Background: an optimization exercise with open tools, aiming at small area. Do not read the settings as production practice.
Function was checked by simulation only, so behaviour that the tests miss may differ from the original.
No activity file was given, so power comes from the tool's default toggle rates.

birch:
## execCore
module execCore #(
    parameter int dataWidth = 18,
    parameter int pcWidth   = 9,
    parameter int memDepth  = 32
) (
    input  logic                            clk,
    input  logic                            rst,
    input  logic                            regWriteE,
    input  logic                            memWriteE,
    input  ctrlPkg::resultSrc               resultSrcE,
    input  logic                            aluSrcE,
    input  logic                            branchE,
    input  logic                            jumpE,
    input  logic                            flushE,
    input  cpuPkg::aluOp                    aluCtrlE,
    input  logic [dataWidth-1:0]            rd1E,
    input  logic [dataWidth-1:0]            rd2E,
    input  logic [dataWidth-1:0]            immE,
    input  logic [pcWidth-1:0]              pcE,
    input  logic [cpuPkg::regAddrWidth-1:0] rs1E,
    input  logic [cpuPkg::regAddrWidth-1:0] rs2E,
    input  logic [cpuPkg::regAddrWidth-1:0] rdE,
    output logic                            pcSrcE,
    output logic [pcWidth-1:0]              pcTargetE,
    output logic [dataWidth-1:0]            resultW,
    output logic [cpuPkg::regAddrWidth-1:0] rdW,
    output logic                            regWriteW
);
Size: about 650 flip-flops, ~120 I/O pins, about 28000 um2 of cells after synthesis.
Settings: LEC_CHECK=0, CAP_MARGIN=20, CORE_MARGIN=2, CORE_UTILIZATION=50, SLEW_MARGIN=20; clock period 9.3 ns.
standard.sh (not shown) runs the stock make flow with config.mk's settings and CLKGATE_MAP_FILE= SYNTH_SCRIPT=/design/flow/synth_recipe.tcl, a recipe that flattens the netlist after the stock synthesis.
==> flow/flow/run.sh <==
#!/bin/bash
# Standard synthesis, then the standard layout with the smallest buffer on
# each port, a clock tree of clkbuf_8 leaves over larger sink clusters without
# dummy loads, and power recovery (downsizing off the critical paths) after
# global routing. Each call's full output goes to its own log here.
set -euo pipefail
bash standard.sh synth > synth.log 2>&1
bash standard.sh \
  "BUFFER_PORTS_ARGS=-buffer_cell sky130_fd_sc_hd__buf_1" \
  "CTS_ARGS=-sink_clustering_enable -repair_clock_nets -dont_use_dummy_load -buf_list sky130_fd_sc_hd__clkbuf_8 -root_buf sky130_fd_sc_hd__clkbuf_16 -sink_clustering_size 16 -sink_clustering_max_diameter 60" \
  "RECOVER_POWER=100" \
  finish > layout.log 2>&1
Final checks on birch, whose flow otherwise completed, came back failing, citing max-capacitance violations, max-slew violations.
Changes in cedar relative to birch:
==> flow/flow/run.sh <==
#!/bin/bash
# Standard synthesis, then the standard layout with the smallest buffer on
# each port, a clock tree of clkbuf_8 leaves over larger sink clusters without
# dummy loads.
# Each call's full output goes to its own log here.
set -euo pipefail
bash standard.sh synth > synth.log 2>&1
bash standard.sh \
  "BUFFER_PORTS_ARGS=-buffer_cell sky130_fd_sc_hd__buf_1" \
  "CTS_ARGS=-sink_clustering_enable -repair_clock_nets -dont_use_dummy_load -buf_list sky130_fd_sc_hd__clkbuf_8 -root_buf sky130_fd_sc_hd__clkbuf_16 -sink_clustering_size 16 -sink_clustering_max_diameter 60" \
  finish > layout.log 2>&1
[summary]
On via density per instance, cedar tracks birch almost exactly. Looking at the reports, cedar completed the entire flow and the layout it produced met the timing, design-rule and antenna checks. Comparing birch and cedar, the lower fraction of final layout cells with drive strength greater than 1 was measured on birch. Total power delta (birch -> cedar): insignificant. cedar: core utilization 0.19 points above birch. As far as die outline width is concerned, birch and cedar perform about the same. cedar ended with less hold slack than birch. Diff birch and cedar: fraction of standard cell area that is sequential lower in cedar. Looking at birch and cedar, the power in the clock group is a wash.

---

Another version of the RTL of execCore (not shown whole).
Size in the first run: ~680 flip-flops, roughly 120 I/O pins, ~0.029 mm^2 of cells after synthesis.
Settings: LEC_CHECK=0, CAP_MARGIN=20, CORE_MARGIN=2, CORE_UTILIZATION=55, SLEW_MARGIN=20; clock period 9.3 ns.
==> flow/flow/run.sh <==
#!/bin/bash
# Standard synthesis, then the standard layout with smaller port buffers
# and a clock tree of larger leaf clusters without dummy loads.
set -euo pipefail
bash standard.sh synth > synth.log 2>&1
bash standard.sh \
  "BUFFER_PORTS_ARGS=-buffer_cell sky130_fd_sc_hd__buf_1" \
  "CTS_ARGS=-sink_clustering_enable -repair_clock_nets -dont_use_dummy_load -buf_list sky130_fd_sc_hd__clkbuf_16 -root_buf sky130_fd_sc_hd__clkbuf_16 -sink_clustering_size 30 -sink_clustering_max_diameter 60" \
  finish > layout.log 2>&1
The starting point finished with timing, DRC and antenna clean.
==> next run, changes <==
==> flow/run.sh (new file) <==
#!/bin/bash
# synth_recipe.tcl (not shown) runs the flow's synth.tcl, then flattens the netlist and writes it again
# the make line also repeats each setting of config.mk as NAME=value (left out here)
make -C /OpenROAD-flow-scripts/flow DESIGN_CONFIG=/design/flow/config.mk WORK_HOME=/design/flow/orfs CLKGATE_MAP_FILE= SYNTH_SCRIPT=/design/flow/synth_recipe.tcl finish
Settings changed: CORE_UTILIZATION 55 to 40.
removed: flow/flow/run.sh
removed: flow/standard.sh
Total power increases by 17%.
Sequential power stays flat.
Wire length increases by 1.4%.
First-iteration DRC count decreases by 18%.
Setup slack got worse by 0.032 ns.
Final area increases by 8.5%.
Via count decreases by 2.4%.
Worst hold slack got worse by 0.0043 ns.
Maximum frequency decreases by 0.36%.

---

v28:
Another version of the RTL of execCore (not shown whole).
Size in the first run: roughly 2600 cells after synthesis, ~650 flip-flops, ~120 I/O pins, about 27000 µm² of cells after synthesis.
==> flow/design.v (excerpt) <==
module execCore #(
    parameter int dataWidth = 18,
    parameter int pcWidth   = 9,
    parameter int memDepth  = 32
) (
    input  logic                            clk,
    input  logic                            rst,
    input  logic                            regWriteE,
    input  logic                            memWriteE,
    input  ctrlPkg::resultSrc               resultSrcE,
    input  logic                            aluSrcE,
    input  logic                            branchE,
    input  logic                            jumpE,
    input  logic                            flushE,
    input  cpuPkg::aluOp                    aluCtrlE,
    input  logic [dataWidth-1:0]            rd1E,
    input  logic [dataWidth-1:0]            rd2E,
    input  logic [dataWidth-1:0]            immE,
    input  logic [pcWidth-1:0]              pcE,
    input  logic [cpuPkg::regAddrWidth-1:0] rs1E,
    input  logic [cpuPkg::regAddrWidth-1:0] rs2E,
    input  logic [cpuPkg::regAddrWidth-1:0] rdE,
    output logic                            pcSrcE,
    output logic [pcWidth-1:0]              pcTargetE,
    output logic [dataWidth-1:0]            resultW,
    output logic [cpuPkg::regAddrWidth-1:0] rdW,
    output logic                            regWriteW
);
==> flow/config.mk <==
export PLATFORM = sky130hd
export DESIGN_NAME = execCore
export DESIGN_NICKNAME = execCore
export VERILOG_FILES = /design/flow/design.v
export SDC_FILE = /design/flow/constraint.sdc
export NUM_CORES = 4
export LEC_CHECK = 0
export CAP_MARGIN = 20
export CORE_MARGIN = 2
export CORE_UTILIZATION = 50
export SLEW_MARGIN = 20
export SYNTH_HIERARCHICAL = 1
==> flow/constraint.sdc <==
create_clock -name core_clock -period 9.3 [get_ports {clk}]
set_input_delay 1.8600 -clock core_clock [delete_from_list [all_inputs] [get_ports {clk}]]
set_output_delay 1.8600 -clock core_clock [all_outputs]
set_load 0.01 [all_outputs]
==> flow/flow/run.sh <==
#!/bin/bash
# Standard synthesis, then the standard layout with the smallest buffer on
# each port, a clock tree of clkbuf_8 leaves over larger sink clusters without
# dummy loads.
# Each call's full output goes to its own log here.
set -euo pipefail
bash standard.sh synth > synth.log 2>&1
bash standard.sh \
  "BUFFER_PORTS_ARGS=-buffer_cell sky130_fd_sc_hd__buf_1" \
  "CTS_ARGS=-sink_clustering_enable -repair_clock_nets -dont_use_dummy_load -buf_list sky130_fd_sc_hd__clkbuf_8 -root_buf sky130_fd_sc_hd__clkbuf_16 -sink_clustering_size 16 -sink_clustering_max_diameter 60" \
  finish > layout.log 2>&1
Setup changes, v28 to v59
Settings: a change of SLEW_MARGIN from 20 to 15; a change of CAP_MARGIN from 20 to 15.
Notes after the runs:
Clock buffer count, v59 and v28: smaller value in v59
Between v28 and v59, the standard cell area after detailed placement does not differ in any meaningful way.
v59 and v28 ended up with nearly the same met1 layer usage reported by global route.
Power, v59 and v28: smaller value in v59
[compare] base=v28 new=v59: clock latency on the worst-skew pair ~0 delta, net count of the finished layout ~0 delta, first-pass GRT wire length -0.43%.
Measured against each other, v59 and v28 differ in total CTS buffers, the higher figure coming from v28.
Per the comparison of v59 with v28, overall global routing resource usage did not really move, area growth from synthesis to layout did not really move.
v59 completed; timing, DRC and antenna clean
### v59 -> v54
Settings: swapping 15 for 20 in CAP_MARGIN; swapping 15 for 20 in SLEW_MARGIN.
--- a/flow/flow/run.sh
+++ b/flow/flow/run.sh
@@ -8,4 +8,4 @@
 bash standard.sh \
   "BUFFER_PORTS_ARGS=-buffer_cell sky130_fd_sc_hd__buf_1" \
-  "CTS_ARGS=-sink_clustering_enable -repair_clock_nets -dont_use_dummy_load -buf_list sky130_fd_sc_hd__clkbuf_8 -root_buf sky130_fd_sc_hd__clkbuf_16 -sink_clustering_size 16 -sink_clustering_max_diameter 60" \
+  "CTS_ARGS=-sink_clustering_enable -repair_clock_nets -dont_use_dummy_load -buf_list sky130_fd_sc_hd__clkbuf_8 -root_buf sky130_fd_sc_hd__clkbuf_16 -sink_clustering_size 18 -sink_clustering_max_diameter 70" \
   finish > layout.log 2>&1
Notes after the runs:
Looking only at final routed wirelength across all metal layers, and setting everything else aside, the lower value of v59 and v54 goes to v59.
When v54 is measured against v59, its total routed wire length on the met1 layer turns out about 0.7% higher.
The final cell count of v54 and that of v59 are within noise of each other.
Global-route usage over all layers: v54 vs v59, no meaningful difference
Utilization: v59 vs v54 — no meaningful difference

what the ideal ports hide:
No port has a modelled driver above. Below, the same layouts with a new extraction and two added sets of constraints. Step 1: set_driving_cell puts a clkbuf_16 on clk and a buf_2 on each other input, an assumption about the parent block. Step 2, shift: input delay + t, output delay - t, t = (earliest + latest rising clock arrival at the registers) / 2. This alone moves slack from input paths to output paths. a / b / c = no drivers / after step 1 / after step 2; a / b = the first two.
run | t, ns | setup slack, ns | hold WS [ns]
birch | 0.639 | 0.326 / 0.275 / 0.275 | 0.465 / 0.465 / 0.465
cedar | 0.641 | 0.593 / 0.538 / 0.538 | 0.460 / 0.460 / 0.460
the first run of note 2 | 0.648 | 0.339 / 0.313 / 0.313 | 0.462 / 0.462 / 0.462
the second run of note 2 | 0.670 | 0.307 / 0.277 / 0.277 | 0.457 / 0.457 / 0.457
v28 | 0.617 | 0.564 / 0.536 / 0.536 | 0.430 / 0.430 / 0.430
v59 | 0.614 | 0.664 / 0.632 / 0.632 | 0.428 / 0.428 / 0.428
v54 | 0.611 | 0.599 / 0.566 / 0.566 | 0.436 / 0.436 / 0.436
For cedar, which loses most, drivers alone change the setup slack by -0.055 ns; drivers and shift together by -0.055 ns.
